Source: an optimization exercise on an open RTL-to-GDS flow (aim: small area and a short achievable clock period). Production flows keep margins and buffers that such runs may drop.
The flow treats the clock pin as an ideal source. Dropping or thinning the clock tree relies on that and would not hold on a real chip.
Power figures rest on the tool's default switching activity, not on a simulated workload.

==> trial 30: inputs <==
==> flow/design.v <==
module log2 #(
  parameter int FRAC_W = 5,
  parameter int MANT_W = 16
) (
  input  logic              clk,
  input  logic              rst_n,
  input  logic [7:0]        x,
  input  logic              validx,
  output logic [FRAC_W+2:0] y,
  output logic              validy
);
  logic [9:0] nrm;
  logic a19, a20, a22, a23, a24, a25, a27, a29, a31, a32;
  logic a33, a35, a36, a37, a39, a40, a41, a42, a44, a45;
  logic a46, a47, a49, a51;
  assign a19 = ~x[6] & ~x[7];
  assign a20 = ~x[4] & ~x[5];
  assign nrm[9] = ~a19 | ~a20;
  assign a22 = x[3] & ~nrm[9];
  assign a23 = ~x[7] & ~a22;
  assign a24 = x[2] & ~nrm[9];
  assign a25 = ~x[6] & ~a24;
  assign nrm[8] = ~a23 | ~a25;
  assign a27 = x[0] & nrm[9];
  assign nrm[0] = nrm[8] & a27;
  assign a29 = x[1] & nrm[9];
  assign nrm[1] = nrm[8] & a29;
  assign a31 = ~nrm[8] & a27;
  assign a32 = x[2] & nrm[9];
  assign a33 = nrm[8] & a32;
  assign nrm[2] = a31 | a33;
  assign a35 = ~nrm[8] & a29;
  assign a36 = x[3] & nrm[9];
  assign a37 = nrm[8] & a36;
  assign nrm[3] = a35 | a37;
  assign a39 = ~nrm[8] & a32;
  assign a40 = x[0] & ~nrm[9];
  assign a41 = ~x[4] & ~a40;
  assign a42 = nrm[8] & ~a41;
  assign nrm[4] = a39 | a42;
  assign a44 = ~nrm[8] & a36;
  assign a45 = x[1] & ~nrm[9];
  assign a46 = ~x[5] & ~a45;
  assign a47 = nrm[8] & ~a46;
  assign nrm[5] = a44 | a47;
  assign a49 = a23 & ~a41;
  assign nrm[6] = ~a25 | a49;
  assign a51 = a25 & ~a46;
  assign nrm[7] = ~a23 | a51;
  logic [2:1] e_q;
  logic [7:0] a_q;
  logic       v_q;
  always_ff @(posedge clk) begin
    e_q <= nrm[9:8];
    a_q <= nrm[7:0];
    v_q <= rst_n & validx;
  end
  logic [6:0] m;
  logic [4:0] f;
  assign m = a_q[7] ? a_q[6:0] : {a_q[5:0], 1'b0};
  logic b13, b14, b15, b16, b17, b18, b19, b20, b21, b22;
  logic b23, b24, b25, b26, b27, b28, b29, b30, b31, b32;
  logic b33, b34, b35, b36, b37, b38, b39, b40, b41, b42;
  logic b43, b44, b45, b46, b47, b48, b49, b50, b51, b52;
  logic b53, b54, b55, b56, b57, b58, b59, b60, b61, b62;
  logic b63, b65, b66, b67, b68, b69, b70, b71, b72, b73;
  logic b75, b76, b77, b79, b80;
  assign b13 = m[1] & m[2];
  assign b14 = ~m[3] & ~b13;
  assign b15 = ~m[1] & m[2];
  assign b16 = m[0] & ~b15;
  assign b17 = ~m[1] & ~b16;
  assign b18 = b14 & ~b17;
  assign b19 = m[0] & m[1];
  assign b20 = ~m[2] & ~b19;
  assign b21 = m[1] & ~m[4];
  assign b22 = ~m[3] & b21;
  assign b23 = ~b20 & ~b22;
  assign b24 = ~b18 & ~b23;
  assign b25 = m[4] & ~b13;
  assign b26 = m[3] & m[4];
  assign b27 = m[5] & ~b26;
  assign b28 = ~b25 & b27;
  assign b29 = ~b24 & b28;
  assign b30 = ~m[0] & m[3];
  assign b31 = ~m[4] & ~m[5];
  assign b32 = ~b30 & b31;
  assign b33 = m[6] & ~b32;
  assign b34 = b13 & ~b33;
  assign b35 = m[6] & ~b34;
  assign b36 = ~b29 & b35;
  assign b37 = m[3] & ~m[5];
  assign b38 = b19 & ~b37;
  assign b39 = ~m[2] & ~b21;
  assign b40 = ~b27 & b39;
  assign b41 = ~b38 & b40;
  assign b42 = b36 & ~b41;
  assign b43 = m[3] & b16;
  assign b44 = ~m[4] & ~b43;
  assign b45 = ~m[5] & ~b44;
  assign b46 = b15 & ~b37;
  assign b47 = m[0] & b26;
  assign b48 = ~m[0] & ~m[3];
  assign b49 = ~m[4] & b48;
  assign b50 = m[1] & ~b49;
  assign b51 = ~b47 & ~b50;
  assign b52 = ~m[2] & ~b51;
  assign b53 = ~b46 & ~b52;
  assign b54 = ~b45 & b53;
  assign b55 = ~m[1] & ~m[2];
  assign b56 = b25 & ~b55;
  assign b57 = ~m[6] & ~b47;
  assign b58 = ~b56 & b57;
  assign b59 = ~m[5] & ~b58;
  assign b60 = b15 & ~b48;
  assign b61 = b59 & ~b60;
  assign b62 = ~m[6] & ~b61;
  assign b63 = ~b54 & b62;
  assign f[0] = b42 | b63;
  assign b65 = m[5] & ~b36;
  assign b66 = ~b59 & ~b65;
  assign b67 = ~m[3] & ~b34;
  assign b68 = m[3] & b34;
  assign b69 = ~b67 & ~b68;
  assign b70 = ~b66 & ~b69;
  assign b71 = m[2] & b37;
  assign b72 = b66 & ~b71;
  assign b73 = ~b14 & b72;
  assign f[1] = b70 | b73;
  assign b75 = ~b67 & ~b72;
  assign b76 = m[4] & b75;
  assign b77 = ~m[4] & ~b75;
  assign f[2] = ~b76 & ~b77;
  assign b79 = m[5] & b76;
  assign b80 = ~m[5] & ~b76;
  assign f[3] = ~b79 & ~b80;
  assign f[4] = m[6] | b79;
  always_ff @(posedge clk) begin
    y      <= {e_q, a_q[7], f};
    validy <= rst_n & v_q;
  end
endmodule
==> flow/flow/run.sh <==
#!/bin/bash
# Layout flow: the standard ORFS flow (standard.sh) with two changes:
#  - synthesis is the standard flow's own script, except that its final ABC mapping call
#    uses flow/abc_map.script (area-oriented mapping of the AND/inverter
#    network in the RTL) in place of ORFS's speed script;
#    Yosys's own quick ABC pass inside synth is skipped (SYNTH_ARGS -noabc)
#    so that this mapping starts from the RTL's network, and the
#    half/full-adder extraction is left out (ADDER_MAP_FILE empty);
#  - the port buffers that global placement inserts are buf_1 cells;
#  - after CTS, flow/clock_one_buffer.tcl replaces the clock tree with one
#    clock buffer driving all the registers (there are only 20).
# Each step's full output goes to a log file in this folder, and ORFS's own
# per-step logs stay under orfs/logs/.
set -euo pipefail
W=$PWD
F=$W/flow

# Synthesis script: synth_recipe.tcl with the abc call redirected.
{
  head -n 1 synth_recipe.tcl
  cat <<TCL
proc abc {args} {
  set i [lsearch -exact \$args -script]
  if {\$i >= 0} { lset args [expr {\$i + 1}] {$F/abc_map.script} }
  yosys abc {*}\$args
}
TCL
  tail -n +2 synth_recipe.tcl
} > own_synth.tcl

VARS=(
  "SYNTH_SCRIPT=$W/own_synth.tcl"
  "BUFFER_PORTS_ARGS=-buffer_cell sky130_fd_sc_hd__buf_1"
  "ADDER_MAP_FILE="
  "SYNTH_ARGS=-noabc"
  "POST_CTS_TCL=$F/clock_one_buffer.tcl"
  "CLOCK_ONE_BUFFER_CELL=sky130_fd_sc_hd__clkbuf_8"
)
bash standard.sh "${VARS[@]}" synth > synth.log 2>&1
bash standard.sh "${VARS[@]}" finish > layout.log 2>&1
==> flow/flow/abc_map.script <==
strash
map -D 1000
topo
==> flow/flow/clock_one_buffer.tcl <==
# POST_CTS_TCL hook: the design has only a few registers, so CTS's two-level
# tree (a root buffer, leaf buffers and dummy loads) is replaced by a single
# clock buffer that drives every register's clock pin; every register still
# gets its clock through a buffer, the same one for all.
set block [ord::get_db_block]
set port_net [[$block findBTerm clk] getNet]
set sinks {}
set tree {}
set tree_nets {}
set todo [list $port_net]
# Walk the clock network from the port: registers are sinks, everything else
# on it (buffers, inverters, dummy loads) belongs to the tree.
while {[llength $todo]} {
  set net [lindex $todo 0]
  set todo [lrange $todo 1 end]
  foreach it [$net getITerms] {
    if {![$it isInputSignal]} continue
    set inst [$it getInst]
    if {[[$inst getMaster] isSequential]} {
      lappend sinks $it
    } elseif {[lsearch $tree $inst] < 0} {
      lappend tree $inst
      foreach ot [$inst getITerms] {
        if {[$ot isOutputSignal] && [$ot getNet] ne "NULL"} {
          lappend todo [$ot getNet]
          lappend tree_nets [$ot getNet]
        }
      }
    }
  }
}
puts "clock_one_buffer: [llength $sinks] clock sinks, removing [llength $tree] tree cells"
set xs 0; set ys 0
foreach it $sinks {
  lassign [[$it getInst] getLocation] x y
  set xs [expr {$xs + $x}]; set ys [expr {$ys + $y}]
  $it disconnect
}
foreach inst $tree { odb::dbInst_destroy $inst }
foreach net [lsort -unique $tree_nets] { odb::dbNet_destroy $net }
set master [[ord::get_db] findMaster $::env(CLOCK_ONE_BUFFER_CELL)]
set buf [odb::dbInst_create $block $master clkbuf_0_clk]
set net [odb::dbNet_create $block clknet_0_clk]
$net setSigType CLOCK
[$buf findITerm A] connect $port_net
[$buf findITerm X] connect $net
foreach it $sinks { $it connect $net }
set n [llength $sinks]
$buf setLocation [expr {int($xs / $n)}] [expr {int($ys / $n)}]
$buf setPlacementStatus PLACED
detailed_placement
check_placement -verbose
estimate_parasitics -placement
report_clock_skew

# Optionally give the input ports' buffers a stronger cell of the same
# function (the paths from the inputs are the design's longest).
if {[info exists ::env(INPUT_BUF_CELL)] && $::env(INPUT_BUF_CELL) ne ""} {
  set bm [[ord::get_db] findMaster $::env(INPUT_BUF_CELL)]
  foreach bt [$block getBTerms] {
    if {[$bt getIoType] ne "INPUT" || [$bt getName] eq "clk"} continue
    foreach it [[$bt getNet] getITerms] {
      set inst [$it getInst]
      if {[string match "sky130_fd_sc_hd__buf_*" [[$inst getMaster] getName]]} { $inst swapMaster $bm }
    }
  }
  detailed_placement
  estimate_parasitics -placement
}
==> flow/standard.sh <==
#!/bin/bash
# synth_recipe.tcl (not shown) runs the flow's synth.tcl, then flattens the netlist and writes it again
# the make line also repeats each setting of config.mk as NAME=value (left out here)
make -C /OpenROAD-flow-scripts/flow DESIGN_CONFIG=/design/flow/config.mk WORK_HOME=/design/flow/orfs CLKGATE_MAP_FILE= SYNTH_SCRIPT=/design/flow/synth_recipe.tcl "${@:-finish}"
==> flow/config.mk <==
export PLATFORM = sky130hd
export DESIGN_NAME = log2
export DESIGN_NICKNAME = log2
export VERILOG_FILES = /design/flow/design.v
export SDC_FILE = /design/flow/constraint.sdc
export NUM_CORES = 4
export LEC_CHECK = 0
export CAP_MARGIN = 20
export CORE_AREA = 2 2 62 62
export DIE_AREA = 0 0 64 64
export PLACE_DENSITY = 0.6
export SETUP_SLACK_MARGIN = 4.7
export SLEW_MARGIN = 20
==> flow/constraint.sdc <==
create_clock -name core_clock -period 7.0 [get_ports {clk}]
set_input_delay 1.4000 -clock core_clock [delete_from_list [all_inputs] [get_ports {clk}]]
set_output_delay 1.4000 -clock core_clock [all_outputs]
set_load 0.01 [all_outputs]
==> trial 97 (differences from trial 30) <==
--- a/flow/design.v
+++ b/flow/design.v
@@ -12,50 +12,88 @@
   logic [9:0] nrm;
-  logic a19, a20, a22, a23, a24, a25, a27, a29, a31, a32;
-  logic a33, a35, a36, a37, a39, a40, a41, a42, a44, a45;
-  logic a46, a47, a49, a51;
-  assign a19 = ~x[6] & ~x[7];
-  assign a20 = ~x[4] & ~x[5];
-  assign nrm[9] = ~a19 | ~a20;
-  assign a22 = x[3] & ~nrm[9];
-  assign a23 = ~x[7] & ~a22;
-  assign a24 = x[2] & ~nrm[9];
-  assign a25 = ~x[6] & ~a24;
-  assign nrm[8] = ~a23 | ~a25;
-  assign a27 = x[0] & nrm[9];
-  assign nrm[0] = nrm[8] & a27;
-  assign a29 = x[1] & nrm[9];
-  assign nrm[1] = nrm[8] & a29;
-  assign a31 = ~nrm[8] & a27;
-  assign a32 = x[2] & nrm[9];
-  assign a33 = nrm[8] & a32;
-  assign nrm[2] = a31 | a33;
-  assign a35 = ~nrm[8] & a29;
-  assign a36 = x[3] & nrm[9];
-  assign a37 = nrm[8] & a36;
-  assign nrm[3] = a35 | a37;
-  assign a39 = ~nrm[8] & a32;
-  assign a40 = x[0] & ~nrm[9];
-  assign a41 = ~x[4] & ~a40;
-  assign a42 = nrm[8] & ~a41;
-  assign nrm[4] = a39 | a42;
-  assign a44 = ~nrm[8] & a36;
-  assign a45 = x[1] & ~nrm[9];
-  assign a46 = ~x[5] & ~a45;
-  assign a47 = nrm[8] & ~a46;
-  assign nrm[5] = a44 | a47;
-  assign a49 = a23 & ~a41;
-  assign nrm[6] = ~a25 | a49;
-  assign a51 = a25 & ~a46;
-  assign nrm[7] = ~a23 | a51;
-  logic [2:1] e_q;
-  logic [7:0] a_q;
+  logic a20, a21, a22, a24, a25, a26, a27, a28, a29, a31;
+  logic a32, a33, a34, a35, a37, a38, a39, a40, a41, a43;
+  logic a44, a45, a46, a47, a48, a49, a50, a51, a52, a53;
+  logic a55, a56, a57, a58, a59, a60, a61, a62, a63, a64;
+  logic a65, a66, a67, a69, a70, a71, a72, a73, a74, a75;
+  logic a77, a78, a79, a80, a81, a82, a84, a85;
+  assign nrm[0] = x[0] & x[7];
+  assign a20 = x[6] & ~x[7];
+  assign a21 = x[0] & a20;
+  assign a22 = x[1] & x[7];
+  assign nrm[1] = a21 | a22;
+  assign a24 = ~x[6] & ~x[7];
+  assign a25 = x[5] & a24;
+  assign a26 = x[0] & a25;
+  assign a27 = x[1] & a20;
+  assign a28 = x[2] & x[7];
+  assign a29 = ~a27 & ~a28;
+  assign nrm[2] = a26 | ~a29;
+  assign a31 = x[1] & x[5];
+  assign a32 = x[0] & ~x[5];
+  assign a33 = ~x[6] & ~a32;
+  assign a34 = ~a31 & a33;
+  assign a35 = ~x[4] & ~x[5];
+  assign nrm[9] = ~a24 | ~a35;
+  assign a37 = ~x[2] & x[6];
+  assign a38 = ~x[7] & ~a37;
+  assign a39 = nrm[9] & a38;
+  assign a40 = ~a34 & a39;
+  assign a41 = x[3] & x[7];
+  assign nrm[3] = a40 | a41;
+  assign a43 = x[0] & a35;
+  assign a44 = ~x[6] & ~a43;
+  assign a45 = x[3] & ~x[7];
+  assign a46 = ~a44 & a45;
+  assign a47 = x[2] & a25;
+  assign a48 = x[4] & x[7];
+  assign a49 = x[1] & x[4];
+  assign a50 = ~x[5] & ~x[6];
+  assign a51 = a49 & a50;
+  assign a52 = ~a48 & ~a51;
+  assign a53 = ~a47 & a52;
+  assign nrm[4] = a46 | ~a53;
+  assign a55 = x[3] & ~x[6];
+  assign a56 = ~x[7] & ~a55;
+  assign a57 = x[1] & ~x[4];
+  assign a58 = a24 & a57;
+  assign a59 = ~x[5] & ~a58;
+  assign a60 = ~a56 & ~a59;
+  assign a61 = x[0] & ~x[3];
+  assign a62 = ~x[4] & ~a61;
+  assign a63 = x[2] & ~x[5];
+  assign a64 = a24 & a63;
+  assign a65 = ~a62 & a64;
+  assign a66 = x[4] & a20;
+  assign a67 = ~a65 & ~a66;
+  assign nrm[5] = a60 | ~a67;
+  assign a69 = ~x[2] & ~x[4];
+  assign a70 = ~a61 & a69;
+  assign a71 = ~x[4] & x[5];
+  assign a72 = ~x[7] & ~a71;
+  assign a73 = ~a70 & a72;
+  assign a74 = ~x[6] & ~a73;
+  assign a75 = a56 & a59;
+  assign nrm[6] = ~a74 & ~a75;
+  assign a77 = x[1] & ~x[2];
+  assign a78 = ~x[3] & ~a77;
+  assign a79 = ~x[4] & ~x[6];
+  assign a80 = ~a78 & a79;
+  assign a81 = x[5] & ~x[6];
+  assign a82 = ~x[7] & ~a81;
+  assign nrm[7] = a80 | ~a82;
+  assign a84 = ~x[2] & ~x[3];
+  assign a85 = a35 & ~a84;
+  assign nrm[8] = ~a24 | a85;
+  localparam logic [6:0] MINV = 7'b0000000;
+  logic [2:0] e_q;
+  logic [6:0] m_q;
   logic       v_q;
   always_ff @(posedge clk) begin
-    e_q <= nrm[9:8];
-    a_q <= nrm[7:0];
+    e_q <= nrm[9:7];
+    m_q <= nrm[6:0] ^ MINV;
     v_q <= rst_n & validx;
   end
+  logic [4:0] f;
   logic [6:0] m;
-  logic [4:0] f;
-  assign m = a_q[7] ? a_q[6:0] : {a_q[5:0], 1'b0};
+  assign m = m_q ^ MINV;
   logic b13, b14, b15, b16, b17, b18, b19, b20, b21, b22;
@@ -138,3 +176,3 @@
   always_ff @(posedge clk) begin
-    y      <= {e_q, a_q[7], f};
+    y      <= {e_q, f};
     validy <= rst_n & v_q;
--- a/flow/flow/run.sh
+++ b/flow/flow/run.sh
@@ -23,3 +23,10 @@
   set i [lsearch -exact \$args -script]
-  if {\$i >= 0} { lset args [expr {\$i + 1}] {$F/abc_map.script} }
+  if {[file exists {$F/abc_stage1.script}]} {
+    # The logic feeding the first-stage registers (the cone of wire nrm)
+    # is mapped first, with its own script.
+    set a1 \$args
+    lset a1 [expr {\$i + 1}] {$F/abc_stage1.script}
+    yosys abc {*}\$a1 w:nrm %ci*
+  }
+  lset args [expr {\$i + 1}] {$F/abc_map.script}
   yosys abc {*}\$args
@@ -37,2 +44,3 @@
   "CLOCK_ONE_BUFFER_CELL=sky130_fd_sc_hd__clkbuf_8"
+  "INPUT_BUF_CELL=sky130_fd_sc_hd__buf_2"
 )
==> flow/flow/abc_map.script (replaced) <==
strash
amap
topo
buffer -p
upsize -D 1400
dnsize -D 1400
==> flow/flow/abc_stage1.script (new file) <==
strash
map -D 400
topo
buffer -p
upsize -D 400
dnsize -D 400
--- a/flow/flow/clock_one_buffer.tcl
+++ b/flow/flow/clock_one_buffer.tcl
@@ -69 +69,15 @@
 }
+
+# Optionally the same for the output ports' buffers.
+if {[info exists ::env(OUTPUT_BUF_CELL)] && $::env(OUTPUT_BUF_CELL) ne ""} {
+  set bm [[ord::get_db] findMaster $::env(OUTPUT_BUF_CELL)]
+  foreach bt [$block getBTerms] {
+    if {[$bt getIoType] ne "OUTPUT"} continue
+    foreach it [[$bt getNet] getITerms] {
+      set inst [$it getInst]
+      if {[$it isOutputSignal] && [string match "sky130_fd_sc_hd__buf_*" [[$inst getMaster] getName]]} { $inst swapMaster $bm }
+    }
+  }
+  detailed_placement
+  estimate_parasitics -placement
+}
==> trial 74 (differences from trial 30) <==
==> flow/flow/abc_map.script (replaced) <==
strash
amap
topo
- SETUP_SLACK_MARGIN: 4.7 -> not set
==> comparison table <==
|  | trial 97 | trial 74 | trial 30 |
|---|---|---|---|
| Complex-gate fraction of the synthesized area | 29.49% | 29.53% | 27.48% |
| Slack of the critical path | 4.959 ns | 4.043 ns | 4.650 ns |
| Met2 wire len | 924 µm | 721 µm | 953 µm |
| Slew at the pin closest to its max-slew limit | 0.3577 ns | 0.6906 ns | 0.4450 ns |
| # nets final | 143 | 131 | 156 |
| First drt pass iteration count | 5 | 4 | 4 |
| Time the worst path needs with I/O delays and setup | 2.041 ns | 2.957 ns | 2.350 ns |
| Drt total wl | 1.922 mm | 1.589 mm | 1.900 mm |
| Int Pwr | 0.1568 mW | 0.1597 mW | 0.1666 mW |
| Multi-input gate area | 409.1 µm² | 347.8 µm² | 485.5 µm² |
| VDD IR-drop max | 0.00008573 V | 0.00007720 V | 0.00008365 V |
| Register-to-register path setup slack | 5.02 ns | 4.04 ns | 4.90 ns |
| Power Dens Cells | 212.9 nW/µm² | 239.8 nW/µm² | 210.0 nW/µm² |
| Required arrival time at the worst endpoint | 5.60 ns | 7.07 ns | 7.07 ns |
| Top-count cell post-synth | dfxtp_1 | dfxtp_1 | nand2_1 |
| Comb power | 0.0482 mW | 0.0551 mW | 0.0700 mW |
| Relative max-transition margin | 75.90% | 53.53% | 70.13% |
| Fin cells | 176 | 164 | 189 |
| Power share of the clock group | 17.8% | 17.8% | 16.8% |
| Total routed wire length on the met1 layer | 872 µm | 766 µm | 841 µm |
| Met2 GRT Util | 14.97% | 13.28% | 14.97% |
| Run status | timing/DRC/antenna clean | timing/DRC/antenna clean | timing/DRC/antenna clean |
| Via-per-instance ratio | 4.920 | 4.616 | 4.635 |
| Count of buffer and inverter cells on the critical path | 1 | 2 | 2 |
| Area occupied by registers | 400.4 µm² | 400.4 µm² | 401.6 µm² |
No functional check of the RTL was part of any run of this note. No run of this note takes its clock network from TritonCTS; it comes from the design's own scripts or RTL.

-- port drivers added, routing unchanged --
The flow's constraints put no driver on any port. The routed layouts listed below were extracted and timed again, unchanged, in two steps. Step 1 (the two cells are an assumption about what drives the block):
set clk [get_ports {clk}]
set_driving_cell -lib_cell sky130_fd_sc_hd__clkbuf_16 $clk
set_driving_cell -lib_cell sky130_fd_sc_hd__buf_2 [delete_from_list [all_inputs] $clk]
Step 2 also shifts input and output timing later by t, the mid clock arrival at the registers, as if the neighbouring blocks saw the same clock. Slacks: ideal ports / drivers / drivers and shift; pairs: ideal ports / drivers.
| run | t, ns | setup slack, ns | hold slack, ns |
|---|---|---|---|
| trial 30 | 0.186 | 4.650 / 4.629 / 4.443 | 0.340 / 0.340 / 0.340 |
| trial 97 | 0.182 | 4.959 / 4.938 / 4.858 | 0.339 / 0.339 / 0.339 |
| trial 74 | 0.184 | 4.042 / 4.043 / 4.043 | 0.338 / 0.338 / 0.338 |
After both steps setup and hold are still met in every run listed. For trial 30, which loses most, drivers alone change the setup slack by -0.021 ns; drivers and shift together by -0.207 ns.
